This design comes from an exercise in tuning for small area on the open sky130 flow, not from production work. In this exercise RTL edits were held to simulation tests only and were not proved equivalent to the original. Power and IR drop assume default switching activity.

===== design.v =====
package shooter_pkg;
    typedef logic [8:0] coord_t;
    typedef logic [2:0] lane_t;
    typedef logic [9:0] score_t;
    localparam int NUM_SLOTS = 5;
    localparam coord_t FIELD_W = 9'd150;
    localparam coord_t FIELD_H = 9'd200;
    localparam coord_t LANE_W  = coord_t'(FIELD_W / NUM_SLOTS);
    localparam coord_t BULLET_START_Y = 9'd40;
    localparam coord_t BULLET_X_OFS   = 9'd7;
    localparam coord_t BULLET_SIZE = 9'd15;
    localparam coord_t ENEMY_SIZE  = 9'd30;
    localparam coord_t PLAYER_W    = 9'd26;
    typedef struct packed {
        logic   alive;
        coord_t x;
        coord_t y;
    } sprite_t;
    localparam int SPRITE_W = 19;
    localparam int BTN_UP    = 3;
    localparam int BTN_DOWN  = 2;
    localparam int BTN_FIRE  = 1;
    localparam int BTN_START = 0;
    typedef struct packed {
        logic up;
        logic down;
        logic fire;
        logic start;
    } buttons_t;
    typedef enum logic [1:0] {
        IDLE,
        CHECK,
        SPAWN
    } phase_t;
endpackage
`timescale 1ns/1ps
module game_tick #(
    parameter int TICK_CYCLES = 3000000,
    parameter int SPAWN_TICKS = 32
) (
    input  logic                clk,
    input  logic                rstn,
    input  logic                spawn_taken,
    input  shooter_pkg::coord_t seed_mix,
    output logic                tick,
    output logic                spawn_due,
    output shooter_pkg::lane_t  spawn_lane
);
    localparam int CW = $clog2(TICK_CYCLES + 1);
    localparam int SW = $clog2(SPAWN_TICKS + 1);
    logic [CW-1:0] cycle_cnt;
    logic [SW-1:0] tick_cnt;
    logic [9:0]    seed;
    always_ff @(posedge clk) begin
        if (!rstn) begin
            cycle_cnt <= '0;
            tick      <= 1'b0;
        end else if (cycle_cnt == CW'(TICK_CYCLES - 1)) begin
            cycle_cnt <= '0;
            tick      <= 1'b1;
        end else begin
            cycle_cnt <= cycle_cnt + 1'b1;
            tick      <= 1'b0;
        end
    end
    always_ff @(posedge clk) begin
        if (!rstn) begin
            tick_cnt  <= '0;
            spawn_due <= 1'b0;
            seed      <= '0;
        end else begin
            if (spawn_taken) begin
                spawn_due <= 1'b0;
            end
            if (tick) begin
                seed <= 10'((seed + 10'd13) * 10'd7 * (10'(seed_mix) + 10'd1));
                if (tick_cnt == SW'(SPAWN_TICKS - 1)) begin
                    tick_cnt  <= '0;
                    spawn_due <= 1'b1;
                end else begin
                    tick_cnt <= tick_cnt + 1'b1;
                end
            end
        end
    end
    assign spawn_lane = shooter_pkg::lane_t'(seed % 10'd5);
endmodule
`timescale 1ns/1ps
module player_ctrl (
    input  logic                  clk,
    input  logic                  rstn,
    input  logic [3:0]            btn,
    input  logic                  player_hit,
    output logic                  restart,
    output logic                  active,
    output logic                  fire_req,
    output logic                  playing,
    output logic                  player_alive,
    output shooter_pkg::coord_t   player_x
);
    localparam shooter_pkg::lane_t LAST_LANE = shooter_pkg::lane_t'(shooter_pkg::NUM_SLOTS - 1);
    shooter_pkg::lane_t lane;
    assign restart  = btn[shooter_pkg::BTN_START] && (!playing || !player_alive);
    assign active   = playing && player_alive;
    assign fire_req = btn[shooter_pkg::BTN_FIRE] && active;
    assign player_x = lane * shooter_pkg::LANE_W;
    always_ff @(posedge clk) begin
        if (!rstn) begin
            playing      <= 1'b0;
            player_alive <= 1'b1;
            lane         <= '0;
        end else if (restart) begin
            playing      <= 1'b1;
            player_alive <= 1'b1;
            lane         <= '0;
        end else if (active) begin
            if (player_hit) begin
                player_alive <= 1'b0;
            end
            if (btn[shooter_pkg::BTN_UP]) begin
                lane <= (lane == '0) ? LAST_LANE : lane - 1'b1;
            end else if (btn[shooter_pkg::BTN_DOWN]) begin
                lane <= (lane == LAST_LANE) ? '0 : lane + 1'b1;
            end
        end
    end
endmodule
`timescale 1ns/1ps
module bullet_bank (
    input  logic                                             clk,
    input  logic                                             rstn,
    input  logic                                             restart,
    input  logic                                             fire_req,
    input  logic                                             tick,
    input  logic                                             active,
    input  shooter_pkg::coord_t                              player_x,
    input  logic [shooter_pkg::NUM_SLOTS-1:0]                bullet_kill,
    output logic [shooter_pkg::NUM_SLOTS*shooter_pkg::SPRITE_W-1:0] bullets
);
    localparam int N  = shooter_pkg::NUM_SLOTS;
    localparam int IW = $clog2(N);
    logic [N-1:0]        alive;
    shooter_pkg::coord_t pos_x [N];
    shooter_pkg::coord_t pos_y [N];
    logic [N-1:0]        leaving;
    logic [IW-1:0]       free_idx;
    logic                has_free;
    always_comb begin
        has_free = 1'b0;
        free_idx = '0;
        for (int i = N - 1; i >= 0; i--) begin
            if (!alive[i]) begin
                has_free = 1'b1;
                free_idx = IW'(i);
            end
        end
    end
    always_comb begin
        for (int i = 0; i < N; i++) begin
            leaving[i] = (pos_y[i] >= shooter_pkg::FIELD_H);
        end
    end
    always_ff @(posedge clk) begin
        if (!rstn) begin
            alive <= '0;
        end else if (restart) begin
            alive <= '0;
        end else begin
            for (int i = 0; i < N; i++) begin
                if (bullet_kill[i] || (tick && active && alive[i] && leaving[i])) begin
                    alive[i] <= 1'b0;
                end
            end
            if (fire_req && has_free) begin
                alive[free_idx] <= 1'b1;
            end
        end
    end
    always_ff @(posedge clk) begin
        for (int i = 0; i < N; i++) begin
            if (tick && active && alive[i] && !leaving[i]) begin
                pos_y[i] <= pos_y[i] + 1'b1;
            end
        end
        if (fire_req && has_free) begin
            pos_x[free_idx] <= player_x + shooter_pkg::BULLET_X_OFS;
            pos_y[free_idx] <= shooter_pkg::BULLET_START_Y;
        end
    end
    always_comb begin
        for (int i = 0; i < N; i++) begin
            bullets[i*shooter_pkg::SPRITE_W +: shooter_pkg::SPRITE_W] = {alive[i], pos_x[i], pos_y[i]};
        end
    end
endmodule
`timescale 1ns/1ps
module enemy_bank (
    input  logic                                             clk,
    input  logic                                             rstn,
    input  logic                                             restart,
    input  logic                                             tick,
    input  logic                                             active,
    input  logic                                             spawn_en,
    input  shooter_pkg::lane_t                               spawn_lane,
    input  logic [shooter_pkg::NUM_SLOTS-1:0]                enemy_kill,
    output logic [shooter_pkg::NUM_SLOTS*shooter_pkg::SPRITE_W-1:0] enemies,
    output logic                                             spawn_taken
);
    localparam int N  = shooter_pkg::NUM_SLOTS;
    localparam int IW = $clog2(N);
    logic [N-1:0]        alive;
    shooter_pkg::coord_t pos_x [N];
    shooter_pkg::coord_t pos_y [N];
    logic [IW-1:0]       free_idx;
    logic                has_free;
    always_comb begin
        has_free = 1'b0;
        free_idx = '0;
        for (int i = N - 1; i >= 0; i--) begin
            if (!alive[i]) begin
                has_free = 1'b1;
                free_idx = IW'(i);
            end
        end
    end
    assign spawn_taken = spawn_en && has_free;
    always_ff @(posedge clk) begin
        if (!rstn) begin
            alive <= '0;
        end else if (restart) begin
            alive <= '0;
        end else begin
            for (int i = 0; i < N; i++) begin
                if (enemy_kill[i]) begin
                    alive[i] <= 1'b0;
                end
            end
            if (spawn_taken) begin
                alive[free_idx] <= 1'b1;
            end
        end
    end
    always_ff @(posedge clk) begin
        for (int i = 0; i < N; i++) begin
            if (tick && active && alive[i] && pos_y[i] != '0) begin
                pos_y[i] <= pos_y[i] - 1'b1;
            end
        end
        if (spawn_taken) begin
            pos_x[free_idx] <= spawn_lane * shooter_pkg::LANE_W;
            pos_y[free_idx] <= shooter_pkg::FIELD_H;
        end
    end
    always_comb begin
        for (int i = 0; i < N; i++) begin
            enemies[i*shooter_pkg::SPRITE_W +: shooter_pkg::SPRITE_W] = {alive[i], pos_x[i], pos_y[i]};
        end
    end
endmodule
`timescale 1ns/1ps
module collision_unit (
    input  logic                                             clk,
    input  logic                                             rstn,
    input  logic                                             restart,
    input  logic                                             tick,
    input  logic                                             active,
    input  logic                                             spawn_due,
    input  shooter_pkg::coord_t                              player_x,
    input  logic [shooter_pkg::NUM_SLOTS*shooter_pkg::SPRITE_W-1:0] bullets,
    input  logic [shooter_pkg::NUM_SLOTS*shooter_pkg::SPRITE_W-1:0] enemies,
    output logic [shooter_pkg::NUM_SLOTS-1:0]                bullet_kill,
    output logic [shooter_pkg::NUM_SLOTS-1:0]                enemy_kill,
    output logic                                             spawn_en,
    output logic                                             player_hit,
    output shooter_pkg::score_t                              score
);
    localparam int N = shooter_pkg::NUM_SLOTS;
    shooter_pkg::phase_t phase;
    logic [N-1:0]        hit_bullet;
    logic [N-1:0]        hit_enemy;
    logic [N-1:0]        crash_enemy;
    shooter_pkg::score_t hit_cnt;
    logic                checking;
    logic [N-1:0]        b_alive;
    shooter_pkg::coord_t b_x [N];
    shooter_pkg::coord_t b_y [N];
    logic [N-1:0]        e_alive;
    shooter_pkg::coord_t e_x [N];
    shooter_pkg::coord_t e_y [N];
    always_comb begin
        for (int i = 0; i < N; i++) begin
            b_alive[i] = bullets[i*shooter_pkg::SPRITE_W + 18];
            b_x[i]     = bullets[i*shooter_pkg::SPRITE_W + 9 +: 9];
            b_y[i]     = bullets[i*shooter_pkg::SPRITE_W +: 9];
            e_alive[i] = enemies[i*shooter_pkg::SPRITE_W + 18];
            e_x[i]     = enemies[i*shooter_pkg::SPRITE_W + 9 +: 9];
            e_y[i]     = enemies[i*shooter_pkg::SPRITE_W +: 9];
        end
    end
    function automatic logic boxes_overlap(
        input shooter_pkg::coord_t ax, ay, aw, ah,
        input shooter_pkg::coord_t bx, by, bw, bh
    );
        boxes_overlap = ({1'b0, ax} < {1'b0, bx} + {1'b0, bw}) && ({1'b0, bx} < {1'b0, ax} + {1'b0, aw}) &&
               ({1'b0, ay} < {1'b0, by} + {1'b0, bh}) && ({1'b0, by} < {1'b0, ay} + {1'b0, ah});
    endfunction
    always_ff @(posedge clk) begin
        if (!rstn) begin
            phase <= shooter_pkg::IDLE;
        end else begin
            case (phase)
                shooter_pkg::IDLE:  phase <= (tick && active) ? shooter_pkg::CHECK
                                                              : shooter_pkg::IDLE;
                shooter_pkg::CHECK: phase <= shooter_pkg::SPAWN;
                default:            phase <= shooter_pkg::IDLE;
            endcase
        end
    end
    always_comb begin
        logic found;
        hit_bullet  = '0;
        hit_enemy   = '0;
        crash_enemy = '0;
        hit_cnt     = '0;
        for (int b = 0; b < N; b++) begin
            found = 1'b0;
            for (int e = 0; e < N; e++) begin
                if (!found && b_alive[b] && e_alive[e] && !hit_enemy[e] &&
                    boxes_overlap(b_x[b], b_y[b],
                                  shooter_pkg::BULLET_SIZE, shooter_pkg::BULLET_SIZE,
                                  e_x[e], e_y[e],
                                  shooter_pkg::ENEMY_SIZE, shooter_pkg::ENEMY_SIZE)) begin
                    found         = 1'b1;
                    hit_bullet[b] = 1'b1;
                    hit_enemy[e]  = 1'b1;
                    hit_cnt       = hit_cnt + 1'b1;
                end
            end
        end
        for (int e = 0; e < N; e++) begin
            crash_enemy[e] = e_alive[e] && (e_y[e] == '0 ||
                boxes_overlap(player_x, '0, shooter_pkg::PLAYER_W, shooter_pkg::ENEMY_SIZE,
                              e_x[e], e_y[e],
                              shooter_pkg::ENEMY_SIZE, shooter_pkg::ENEMY_SIZE));
        end
    end
    assign checking    = (phase == shooter_pkg::CHECK) && active;
    assign bullet_kill = checking ? hit_bullet : '0;
    assign enemy_kill  = checking ? (hit_enemy | crash_enemy) : '0;
    assign player_hit  = checking && (|crash_enemy);
    assign spawn_en    = (phase == shooter_pkg::SPAWN) && active && spawn_due;
    always_ff @(posedge clk) begin
        if (!rstn) begin
            score <= '0;
        end else if (restart) begin
            score <= '0;
        end else if (checking) begin
            score <= score + hit_cnt;
        end
    end
endmodule
`timescale 1ns/1ps
module shooter_top #(
    parameter int TICK_CYCLES = 4,
    parameter int SPAWN_TICKS = 8
) (
    input  logic                                             clk,
    input  logic                                             rstn,
    input  logic [3:0]                                       btn,
    output logic                                             playing,
    output logic                                             player_alive,
    output shooter_pkg::coord_t                              player_x,
    output shooter_pkg::score_t                              score,
    output logic [shooter_pkg::NUM_SLOTS*shooter_pkg::SPRITE_W-1:0] bullets,
    output logic [shooter_pkg::NUM_SLOTS*shooter_pkg::SPRITE_W-1:0] enemies
);
    logic                                tick;
    logic                                spawn_due;
    logic                                spawn_taken;
    shooter_pkg::lane_t                  spawn_lane;
    logic                                restart;
    logic                                active;
    logic                                fire_req;
    logic [shooter_pkg::NUM_SLOTS-1:0]   bullet_kill;
    logic [shooter_pkg::NUM_SLOTS-1:0]   enemy_kill;
    logic                                spawn_en;
    logic                                player_hit;
    game_tick #(
        .TICK_CYCLES (TICK_CYCLES),
        .SPAWN_TICKS (SPAWN_TICKS)
    ) u_game_tick (
        .clk         (clk),
        .rstn        (rstn),
        .spawn_taken (spawn_taken),
        .seed_mix    (player_x),
        .tick        (tick),
        .spawn_due   (spawn_due),
        .spawn_lane  (spawn_lane)
    );
    player_ctrl u_player_ctrl (
        .clk          (clk),
        .rstn         (rstn),
        .btn          (btn),
        .player_hit   (player_hit),
        .restart      (restart),
        .active       (active),
        .fire_req     (fire_req),
        .playing      (playing),
        .player_alive (player_alive),
        .player_x     (player_x)
    );
    bullet_bank u_bullet_bank (
        .clk         (clk),
        .rstn        (rstn),
        .restart     (restart),
        .fire_req    (fire_req),
        .tick        (tick),
        .active      (active),
        .player_x    (player_x),
        .bullet_kill (bullet_kill),
        .bullets     (bullets)
    );
    enemy_bank u_enemy_bank (
        .clk         (clk),
        .rstn        (rstn),
        .restart     (restart),
        .tick        (tick),
        .active      (active),
        .spawn_en    (spawn_en),
        .spawn_lane  (spawn_lane),
        .enemy_kill  (enemy_kill),
        .enemies     (enemies),
        .spawn_taken (spawn_taken)
    );
    collision_unit u_collision_unit (
        .clk         (clk),
        .rstn        (rstn),
        .restart     (restart),
        .tick        (tick),
        .active      (active),
        .spawn_due   (spawn_due),
        .player_x    (player_x),
        .bullets     (bullets),
        .enemies     (enemies),
        .bullet_kill (bullet_kill),
        .enemy_kill  (enemy_kill),
        .spawn_en    (spawn_en),
        .player_hit  (player_hit),
        .score       (score)
    );
endmodule

===== run.sh =====
#!/bin/bash
# synth_recipe.tcl (not shown) runs the flow's synth.tcl, then flattens the netlist and writes it again
# the make line also repeats each setting of config.mk as NAME=value (left out here)
make -C /OpenROAD-flow-scripts/flow DESIGN_CONFIG=/design/flow/config.mk WORK_HOME=/design/flow/orfs CLKGATE_MAP_FILE= SYNTH_SCRIPT=/design/flow/synth_recipe.tcl finish

===== config.mk =====
export PLATFORM = sky130hd
export DESIGN_NAME = shooter_top
export DESIGN_NICKNAME = shooter_top
export VERILOG_FILES = /design/flow/design.v
export SDC_FILE = /design/flow/constraint.sdc
export NUM_CORES = 4
export LEC_CHECK = 0
export CAP_MARGIN = 20
export CORE_MARGIN = 2
export CORE_UTILIZATION = 40
export SLEW_MARGIN = 20

===== constraint.sdc =====
create_clock -name core_clock -period 25.0 [get_ports {clk}]
set_input_delay 5.0000 -clock core_clock [delete_from_list [all_inputs] [get_ports {clk}]]
set_output_delay 5.0000 -clock core_clock [all_outputs]
set_load 0.01 [all_outputs]

==> results by group <==
Critical path
  • CP Class: reg2reg
  • CP startpoint kind: flip-flop
  • Critical Path End Type: flip-flop
  • Slowest CP cell: edfxtp_1
  • WP data arrival: between 20 and 25 ns
  • CP max FO: 16
  • Most frequent CP cell: ha_1
  • Largest stage delay, worst path: between 0.6 and 0.7 ns
  • Worst Path Required: 25.45 ns

Route
  • Vias per cell: 6.10
  • Drt initial violations: 2778
  • Vias: between 30000 and 40000
  • Pre-Repair DR Iteration Count: 5
  • Drc violations: 0
  • Drt wl/cell: 26.9 microns
  • Final antenna-violating net count: 0
  • Final Routed Wirelength: 141000 microns

Power and ir drop
  • Seq pwr share: 31.8%
  • Peak supply drop: 0.0487 mV
  • Power Internal: approximately 0.81 mW
  • Pwr dens: 32.8 nW/um^2
  • Share of total power in the clock network: 33.3%
  • Comb pwr share: 35.0%
  • Overall power: 1.27 mW
  • Net Sw Frac: approximately 36%
  • LEAKAGE: between 15 and 20 nW
  • Psw: 0.460 mW

Floorplan
  • Num ports: roughly 220
  • # rows: 106
  • Full die area: 86500 sq um
  • DIE WIDTH: 294 microns
  • Initial Util: 40.3%
  • Core Box Area: between 80000 and 90000 sq um
  • Die H: slightly below 300 microns

Global route
  • Total congestion overflow: 0
  • Largest net degree at the start of global routing: 26
  • Vias in the first global route: 30200
  • Global-route wire length before repair: around 200000 microns
  • Initial antenna violation count: 3
  • Gr usage total: between 30% and 40%

Synth
  • Distinct cells, synth: approximately 120
  • Syn avg cell area: 8.69 sq um
  • Synth Cell Area: 33700 sq um
  • Seq cells post-synth: 211
  • Synth area leader: ha_1
  • Synth top area share: between 30% and 40%
  • Post-synth ARST share: 0%
  • Synth warnings: 9
  • Post-synth EDFFs: 75
  • Mapped Cells: slightly below 4000
  • Main synth FF type: dfxtp_1
  • Ranking of synthesized cells by area: ha_1 34%, dfxtp_1 8.1%, edfxtp_1 6.7%
  • Register area share after synthesis: 14.8%

Clocking
  • Worst skew pair latency: 0.58 ns
  • Post-CTS Resized: 0
  • CTS clk-pin slew, worst paths: 0.07 ns
  • CTS Buffer Depth: 3
  • Clock buffer count from CTS: 26
  • Sink Count: 211
  • Hold Buf Count CTS: 0
  • Root Buffer: clkbuf_16
  • Setup Buffers After CTS: 0
  • CTS tree: done
  • H-tree levels: 1

Finish
  • Most frequent cells in the layout: 912 x ha_1, 264 x o21ai_0, 242 x nand2_1
  • Layout cell share with drive strength beyond 1: under 10%
  • Fill cell count: 8110
  • Non-filler instance count after layout: 5237
  • Layout Utilization: about 46%
  • Area Growth Syn to Fin: 14.5%
  • Final #Nets: 5090
  • Most common cell after layout, fill and taps aside: ha_1
  • Final instance area: 38500 sq um

Timing
  • Slew @ Worst Pin: between 1 and 1.5 ns
  • Hold_ws: 0.430 ns
  • Fin. max-slew vios: 0
  • Rel. slew slack: between 10% and 20%
  • Clk_skew: 0.0192 ns
  • FMAX: 0.0456 GHz
  • Fin Setup TNS: 0 ns
  • Setup Viol. Count Final: 0
  • Final Hold Fails: 0
  • Tcrit/Tclk final: 87.7%
  • Unrepaired setup endpoints after global routing: no
  • Worst Setup Slack, final: 3.08 ns
  • Post-layout min period: 21.92 ns

Min path
  • HP Class: reg2reg

Placement
  • Place WS: about 3.5 ns
  • I/O Buffers: 199
  • DP Area: ~38000 sq um
  • Placer Congestion: 0.997
  • DPL Wire Length: 111000 microns
  • Post-Place Cells: 5188

Run
  • Max cap viols: 0

Outcome
  • Status: no timing/DRC/antenna violations
## power groups by stage
stage               clock network [mW]  logic [mW]  registers, mW
global route                     0.438       0.495          0.403
detailed placement                   0       0.434          0.409
global placement                     0       0.429          0.409
CTS                              0.429       0.438          0.402
finish                           0.421       0.442          0.402
floorplan                            0       0.304          0.406
## per-layer routing
metal | track usage (%) | share of wire [%]
met5 | 0 | 0.022
met4 | 13.8 | 5.1
met3 | 6.90 | 9.7
met2 | 48.2 | 42
met1 | 43.7 | 43
## sequential cells by signal (all words and copies together), names as in the netlist, 2 cells and up
| name | cells |
|---|---|
| u_collision_unit.phase | 2 |
| u_enemy_bank.alive | 5 |
| u_bullet_bank.pos_x | 40 |
| u_game_tick.cycle_cnt | 3 |
| u_enemy_bank.pos_y | 45 |
| u_bullet_bank.pos_y | 45 |
| u_player_ctrl.lane | 3 |
| u_collision_unit.score | 10 |
| u_game_tick.tick_cnt | 4 |
| u_game_tick.seed | 10 |
| u_enemy_bank.pos_x | 35 |
| u_bullet_bank.alive | 5 |
## critical path, delay by kind of cell (launching register included)
| kind | cells | cell delay, ns |
|---|---|---|
| xor gates and xnor gates | 3 | 0.87 |
| DFF | 1 | 0.67 |
| AOI/OAI and AO/OA | 34 | 7.16 |
| buffers and inverters | 6 | 0.58 |
| and+or+nand+nor | 21 | 4.07 |
| muxes | 4 | 1.13 |
| adders and majority gates | 25 | 7.32 |
## cell usage after synthesis (58+ instances only)
| cell type | instances |
|---|---|
| nor2b_1 | 82 |
| a211oi_1 | 71 |
| nand2b_1 | 100 |
| inv_1 | 152 |
| nand3_1 | 76 |
| o21ai_0 | 265 |
| o211ai_1 | 58 |
| nor2_1 | 238 |
| a21o_1 | 110 |
| a21oi_1 | 237 |
| ha_1 | 912 |
| nand2_1 | 242 |
| dfxtp_1 | 136 |
| nor3_1 | 67 |
| xnor2_1 | 159 |
| edfxtp_1 | 75 |
| xor2_1 | 90 |
| o21a_1 | 103 |
| clkbuf_1 | 73 |
## worst paths after layout
check                                            from                                      to  cells after the start  slack, ns
hold / removal    u_game_tick.cycle_cnt[0]$_SDFF_PP0_     u_game_tick.cycle_cnt[0]$_SDFF_PP0_                      1       0.43
setup / recovery   u_enemy_bank.pos_x[0][1]$_DFFE_PP_  u_collision_unit.score[9]$_SDFFE_PP0P_                     93       3.08
setup reg to reg   u_enemy_bank.pos_x[0][1]$_DFFE_PP_  u_collision_unit.score[9]$_SDFFE_PP0P_                     93       3.08
hold reg to reg   u_game_tick.cycle_cnt[0]$_SDFF_PP0_     u_game_tick.cycle_cnt[0]$_SDFF_PP0_                      1       0.43
## logic make-up (layout without fill, tap and decap cells)
family / count (synthesis) / in the layout / synth area share (%)
AND/OR/NAND/NOR: 1038 / 1038 / 16.0
adder cells (fa/ha/maj): 952 / 952 / 36.2
multiplexers: 29 / 29 / 0.885
AO/OA/AOI/OAI: 1099 / 1099 / 21.6
other: 2 / 22 / 0.0223
buffers and inverters: 284 / 549 / 3.54
flip-flops: 211 / 211 / 14.8
XOR/XNOR: 257 / 257 / 6.98
## cell type report
cell class	count	area, sq um	share of cell area, %
multi-input combinational	3396	27600	71.6
sequential	211	4970	12.9
timing repair buffer	346	3100	8.03
tap	1080	1350	3.51
clock buffer	33	727	1.89
inverter	155	582	1.51
clock inverter	15	206	0.536
antenna	1	2.50	0.00649

[separate check: timing with driven ports]
In the flow no input, the clock included, has a driving cell. The finished layout below was timed again as built, in two steps. Step 1 sets driving cells, clkbuf_16 on the clock port and buf_2 on the other inputs (assumed; they add their load-dependent delay and slew). Step 2 adds t to the input delays and takes it off the output delays; t is the mean of the earliest and latest rising clock arrival at the registers after step 1. Input paths then give back, and output paths get back, about the clock's delay inside the block. Slacks: ideal / step 1 / step 2; pairs: ideal / step 1.
shift t [ns]: 0.633
setup slack, ns: 3.079 / 3.079 / 3.079
clock arrival spread, ns: 0.023 / 0.023
After both steps this run still meets setup and hold. For this run, drivers alone change the setup slack by 0.000 ns; drivers and shift together by 0.000 ns.
